This design comes from an exercise in tuning for small area, a short achievable clock period and few clock cycles per item on the open sky130 flow, not from production work.
RTL that was checked went through simulation tests only; none was proved equivalent to the original.

green:
==> flow/design.v <==
`default_nettype none
package cwu_pkg;
    localparam int SEG_W      = 16;
    localparam int THRESH_W   = 32;
    localparam int TMO_CFG_W  = 24;
    localparam int CFG_DATA_W = 32;
    localparam int CFG_IDX_W  = 2;
    localparam int OUT_WIN_W  = 32;
    localparam int OUT_TMO_W  = 24;
    localparam int SQ_W       = 2 * SEG_W;
    localparam int DIV_STEPS  = SQ_W;
    localparam int CNT_W      = $clog2(DIV_STEPS);
    localparam logic [SEG_W-1:0]     SEG_RESET    = 16'd1000;
    localparam logic [THRESH_W-1:0]  THRESH_RESET = 32'd64000;
    localparam logic [TMO_CFG_W-1:0] CEIL_RESET   = 24'hFF_FFFF;
    localparam int                   INIT_TMO     = 1000;
    localparam logic OP_TIMEOUT = 1'b0;
    localparam logic OP_ACK     = 1'b1;
    typedef enum logic [CFG_IDX_W-1:0] {
        REG_SEGMENT_SIZE = 2'd0,
        REG_SSTHRESH     = 2'd1,
        REG_INIT_TIMEOUT = 2'd2,
        REG_CEILING      = 2'd3
    } cfg_reg_t;
    typedef struct packed {
        logic accept;
        logic square;
        logic div_step;
        logic commit;
    } cwu_cmd_t;
    typedef struct packed {
        logic need_div;
        logic out_free;
    } cwu_status_t;
endpackage
`default_nettype wire
`default_nettype none
module tcp_congestion_window_update #(
    parameter int WINDOW_BITS  = 32,
    parameter int TIMEOUT_BITS = 24
) (
    input  wire logic                             clk,
    input  wire logic                             rst_n,
    input  wire logic                             cfg_write,
    input  wire logic [cwu_pkg::CFG_IDX_W-1:0]    cfg_index,
    input  wire logic [cwu_pkg::CFG_DATA_W-1:0]   cfg_data,
    input  wire logic                             in_valid,
    output logic                                  in_ready,
    input  wire logic                             operation,
    input  wire logic                             new_data_acked,
    output logic                                  out_valid,
    input  wire logic                             out_ready,
    output logic [cwu_pkg::OUT_WIN_W-1:0]         window,
    output logic [cwu_pkg::OUT_TMO_W-1:0]         timeout_value,
    output logic                                  retransmit,
    output logic                                  restart_timer,
    output logic                                  in_avoidance
);
    localparam logic [1:0] ST_IDLE = 2'd0;
    localparam logic [1:0] ST_DIV  = 2'd1;
    localparam logic [1:0] ST_CM   = 2'd2;
    logic [15:0] seg_reg;
    logic [31:0] thr_reg;
    logic [23:0] ceil_reg;
    logic [31:0] sq_reg;
    logic        sq_busy;
    logic [3:0]  sq_cnt;
    logic [31:0] win_reg;
    logic [23:0] tmo_reg;
    logic        ov_reg;
    logic        rex_reg;
    logic        avo_reg;
    logic        f0v, f0op, f0nd;
    logic        f1v, f1op, f1nd;
    logic [1:0]  st;
    logic [31:0] rem_reg;
    logic [31:0] q_reg;
    logic [4:0]  idx_reg;
    logic        nb_reg;
    logic        avoid;
    logic        free;
    logic        push;
    logic        head_div;
    logic        can_start;
    logic [4:0]  msb_w;
    logic [4:0]  msb_s;
    logic [5:0]  kdiff;
    logic        q_zero;
    logic [31:0] rem_init;
    logic [4:0]  bsel;
    logic        nb_next;
    logic [32:0] rem_sh;
    logic [32:0] rem_diff;
    logic        fits;
    logic [31:0] add_a;
    logic [31:0] add_b;
    logic [32:0] add_s;
    logic [31:0] win_sat;
    logic [24:0] tmo_dbl;
    logic [23:0] tmo_new;
    logic        pop;
    logic        commit_nd;    
    logic        commit_cm;    
    logic        start;        
    logic        wz;           
    assign avoid    = win_reg >= thr_reg;
    assign free     = !ov_reg || out_ready;
    assign push     = in_valid && !f1v;
    assign head_div = f0op && f0nd;
    always_comb begin
        msb_w = '0;
        msb_s = '0;
        for (int i = 0; i < 32; i++) begin
            if (win_reg[i]) msb_w = i[4:0];
            if (sq_reg[i])  msb_s = i[4:0];
        end
    end
    assign kdiff  = {1'b0, msb_s} - {1'b0, msb_w};
    assign q_zero = kdiff[5] || (sq_reg == '0);
    assign rem_init = (sq_reg >> kdiff[4:0]) >> 1;
    assign bsel    = (st == ST_DIV) ? (idx_reg - 5'd1) : kdiff[4:0];
    assign nb_next = sq_reg[bsel];
    assign rem_sh   = {rem_reg, nb_reg};
    assign rem_diff = rem_sh - {1'b0, win_reg};
    assign fits     = !rem_diff[32];
    assign add_a   = sq_busy ? {sq_reg[30:0], 1'b0} : win_reg;
    assign add_b   = sq_busy ? (seg_reg[sq_cnt] ? {16'd0, seg_reg} : 32'd0)
                   : (st == ST_CM) ? q_reg : {16'd0, seg_reg};
    assign add_s   = {1'b0, add_a} + {1'b0, add_b};
    assign win_sat = add_s[32] ? 32'hFFFF_FFFF : add_s[31:0];
    assign tmo_dbl = {tmo_reg, 1'b0};
    assign tmo_new = (tmo_dbl > {1'b0, ceil_reg}) ? ceil_reg : tmo_dbl[23:0];
    always_comb begin
        commit_nd = 1'b0;
        commit_cm = 1'b0;
        start     = 1'b0;
        if (!sq_busy) begin
            if (st == ST_CM) begin
                commit_cm = free;
                start     = free && f0v && head_div;
            end else if (st == ST_IDLE && f0v) begin
                if (head_div && avoid)
                    start = 1'b1;
                else
                    commit_nd = free;
            end
        end
    end
    assign pop = commit_nd || start;
    assign wz  = (win_reg == '0) && (st != ST_CM);
    always_ff @(posedge clk or negedge rst_n) begin
        if (!rst_n) begin
            seg_reg  <= 16'd1000;
            thr_reg  <= 32'd64000;
            ceil_reg <= 24'hFF_FFFF;
            sq_reg   <= 32'd1000000;
            sq_busy  <= 1'b0;
            sq_cnt   <= 4'd0;
            win_reg  <= 32'd1000;
            tmo_reg  <= 24'd1000;
            ov_reg   <= 1'b0;
            f0v      <= 1'b0;
            f1v      <= 1'b0;
            st       <= ST_IDLE;
        end else begin
            if (cfg_write) begin
                case (cfg_index)
                    2'd0: begin
                        seg_reg <= cfg_data[15:0];
                        sq_busy <= 1'b1;
                        sq_cnt  <= 4'd15;
                        sq_reg  <= '0;
                    end
                    2'd1: thr_reg  <= cfg_data;
                    2'd3: ceil_reg <= cfg_data[23:0];
                    default: ;
                endcase
            end
            if (sq_busy && !(cfg_write && cfg_index == 2'd0)) begin
                sq_reg <= add_s[31:0];
                sq_cnt <= sq_cnt - 4'd1;
                if (sq_cnt == 4'd0)
                    sq_busy <= 1'b0;
            end
            if (pop) begin
                f0v <= f1v || push;
                f1v <= 1'b0;
            end else if (push) begin
                if (f0v) f1v <= 1'b1;
                else     f0v <= 1'b1;
            end
            if (commit_nd || commit_cm)
                ov_reg <= 1'b1;
            else if (out_ready)
                ov_reg <= 1'b0;
            if (commit_cm) begin
                win_reg <= win_sat;
            end else if (commit_nd) begin
                if (!f0op) begin
                    win_reg <= {16'd0, seg_reg};
                    tmo_reg <= tmo_new;
                end else if (f0nd) begin
                    win_reg <= win_sat;      
                end
            end
            if (start)
                st <= (q_zero || wz) ? ST_CM : ST_DIV;
            else if (commit_cm)
                st <= ST_IDLE;
            else if (st == ST_DIV && idx_reg == 5'd0)
                st <= ST_CM;
        end
    end
    always_ff @(posedge clk) begin
        if (pop) begin
            f0op <= f1v ? f1op : operation;
            f0nd <= f1v ? f1nd : new_data_acked;
        end else if (push && !f0v) begin
            f0op <= operation;
            f0nd <= new_data_acked;
        end
        if (push && f0v && !pop) begin
            f1op <= operation;
            f1nd <= new_data_acked;
        end
        if (commit_nd) begin
            rex_reg <= !f0op;
            avo_reg <= avoid;
        end else if (commit_cm) begin
            rex_reg <= 1'b0;
            avo_reg <= 1'b1;
        end
        if (start) begin
            rem_reg <= rem_init;
            q_reg   <= wz ? 32'hFFFF_FFFF : 32'd0;
            idx_reg <= kdiff[4:0];
            nb_reg  <= nb_next;
        end else if (st == ST_DIV) begin
            rem_reg <= fits ? rem_diff[31:0] : rem_sh[31:0];
            q_reg   <= {q_reg[30:0], fits};
            idx_reg <= idx_reg - 5'd1;
            nb_reg  <= nb_next;
        end
    end
    assign in_ready      = !f1v;
    assign out_valid     = ov_reg;
    assign window        = win_reg;
    assign timeout_value = tmo_reg;
    assign retransmit    = rex_reg;
    assign restart_timer = rex_reg;
    assign in_avoidance  = avo_reg;
endmodule
`default_nettype wire
clock: 8.5 ns
lec_check: 0
cap_margin: 20
core_margin: 2
core_utilization: 40
slew_margin: 20
run.sh (not shown) runs the stock make flow with config.mk's settings and CLKGATE_MAP_FILE= SYNTH_SCRIPT=/design/flow/synth_recipe.tcl, a recipe that flattens the netlist after the stock synthesis.
green reached the final stage; the timing, DRC and antenna checks on its layout passed.
Testbench counts of green, summed over its fixed seeds: cycles 24,133, items 4,800.
Inputs modified between green and red:
-- flow/design.v --
<<< green, line 66
    logic        sq_busy;
    logic [3:0]  sq_cnt;
    logic [31:0] win_reg;
    logic [23:0] tmo_reg;
>>> red, line 66
    logic        sq_busy;
    logic [3:0]  sq_cnt;
    logic        sq_bit;       
    logic [31:0] win_reg;
    logic [23:0] tmo_reg;
<<< green, line 125
    assign fits     = !rem_diff[32];
    assign add_a   = sq_busy ? {sq_reg[30:0], 1'b0} : win_reg;
    assign add_b   = sq_busy ? (seg_reg[sq_cnt] ? {16'd0, seg_reg} : 32'd0)
                   : (st == ST_CM) ? q_reg : {16'd0, seg_reg};
    assign add_s   = {1'b0, add_a} + {1'b0, add_b};
>>> red, line 126
    assign fits     = !rem_diff[32];
    assign add_a   = sq_busy ? {sq_reg[30:0], 1'b0} : win_reg;
    assign add_b   = sq_busy ? (sq_bit ? {16'd0, seg_reg} : 32'd0)
                   : (st == ST_CM) ? q_reg : {16'd0, seg_reg};
    assign add_s   = {1'b0, add_a} + {1'b0, add_b};
<<< green, line 213
    end
    always_ff @(posedge clk) begin
        if (pop) begin
            f0op <= f1v ? f1op : operation;
>>> red, line 214
    end
    always_ff @(posedge clk) begin
        if (cfg_write && cfg_index == 2'd0)
            sq_bit <= cfg_data[15];
        else
            sq_bit <= seg_reg[sq_cnt - 4'd1];
        if (pop) begin
            f0op <= f1v ? f1op : operation;
<<< green, line 231
            avo_reg <= 1'b1;
        end
        if (start) begin
            rem_reg <= rem_init;
            q_reg   <= wz ? 32'hFFFF_FFFF : 32'd0;
            idx_reg <= kdiff[4:0];
            nb_reg  <= nb_next;
        end else if (st == ST_DIV) begin
            rem_reg <= fits ? rem_diff[31:0] : rem_sh[31:0];
            q_reg   <= {q_reg[30:0], fits};
            idx_reg <= idx_reg - 5'd1;
            nb_reg  <= nb_next;
        end
    end
>>> red, line 236
            avo_reg <= 1'b1;
        end
        if (st == ST_DIV) begin
            rem_reg <= fits ? rem_diff[31:0] : rem_sh[31:0];
            q_reg   <= {q_reg[30:0], fits};
            idx_reg <= idx_reg - 5'd1;
            nb_reg  <= nb_next;
        end else begin
            rem_reg <= rem_init;
            idx_reg <= kdiff[4:0];
            nb_reg  <= nb_next;
            if (st == ST_IDLE || free)
                q_reg <= wz ? 32'hFFFF_FFFF : 32'd0;
        end
    end
==> comparison <==
Fraction of the yosys area taken by sequential cells: red vs green down 2.4 points. red vs. green: total standard cell area after synthesis shows an increase of 1.4%, non-filler instance count after layout rose 117. Delta (red minus green): final design instance area without fill now larger, buffers inserted during post-CTS setup optimization ~0 delta. green has a higher depth of the critical timing path with buffers and inverters included than red. Changes observed in red relative to green: worst setup slack after placement fell by 180 ps, via count increased by 443 relative to the old numbers, number of tapcells was more or less identical.
For red, only the layout was checked, not whether the RTL still works.

-- what the ideal ports hide --
In the flow no input, the clock included, has a driving cell. The finished layouts below were timed again as built, in two steps.
Step 1 sets driving cells, clkbuf_16 on the clock port and buf_2 on the other inputs (assumed; they add their load-dependent delay and slew).
Step 2 moves the port delays by t, midway between the first and last clock arrival at a register: inputs arrive t later, outputs are due t later. That takes back most of the time a late clock gives input paths.
a / b / c = ideal ports / drivers / drivers and shift; a / b = the first two.
run	shift t [ns]	setup slack, ns	hold slack, ns	clock arrival spread, ns
green	0.638	2.701 / 2.701 / 2.574	0.483 / 0.483 / 0.483	0.010 / 0.010
red	0.626	2.500 / 2.500 / 2.500	0.489 / 0.489 / 0.489	0.020 / 0.020
After both steps setup and hold are still met in every run listed. For green, which loses most, drivers alone change the setup slack by 0.000 ns; drivers and shift together by -0.127 ns.
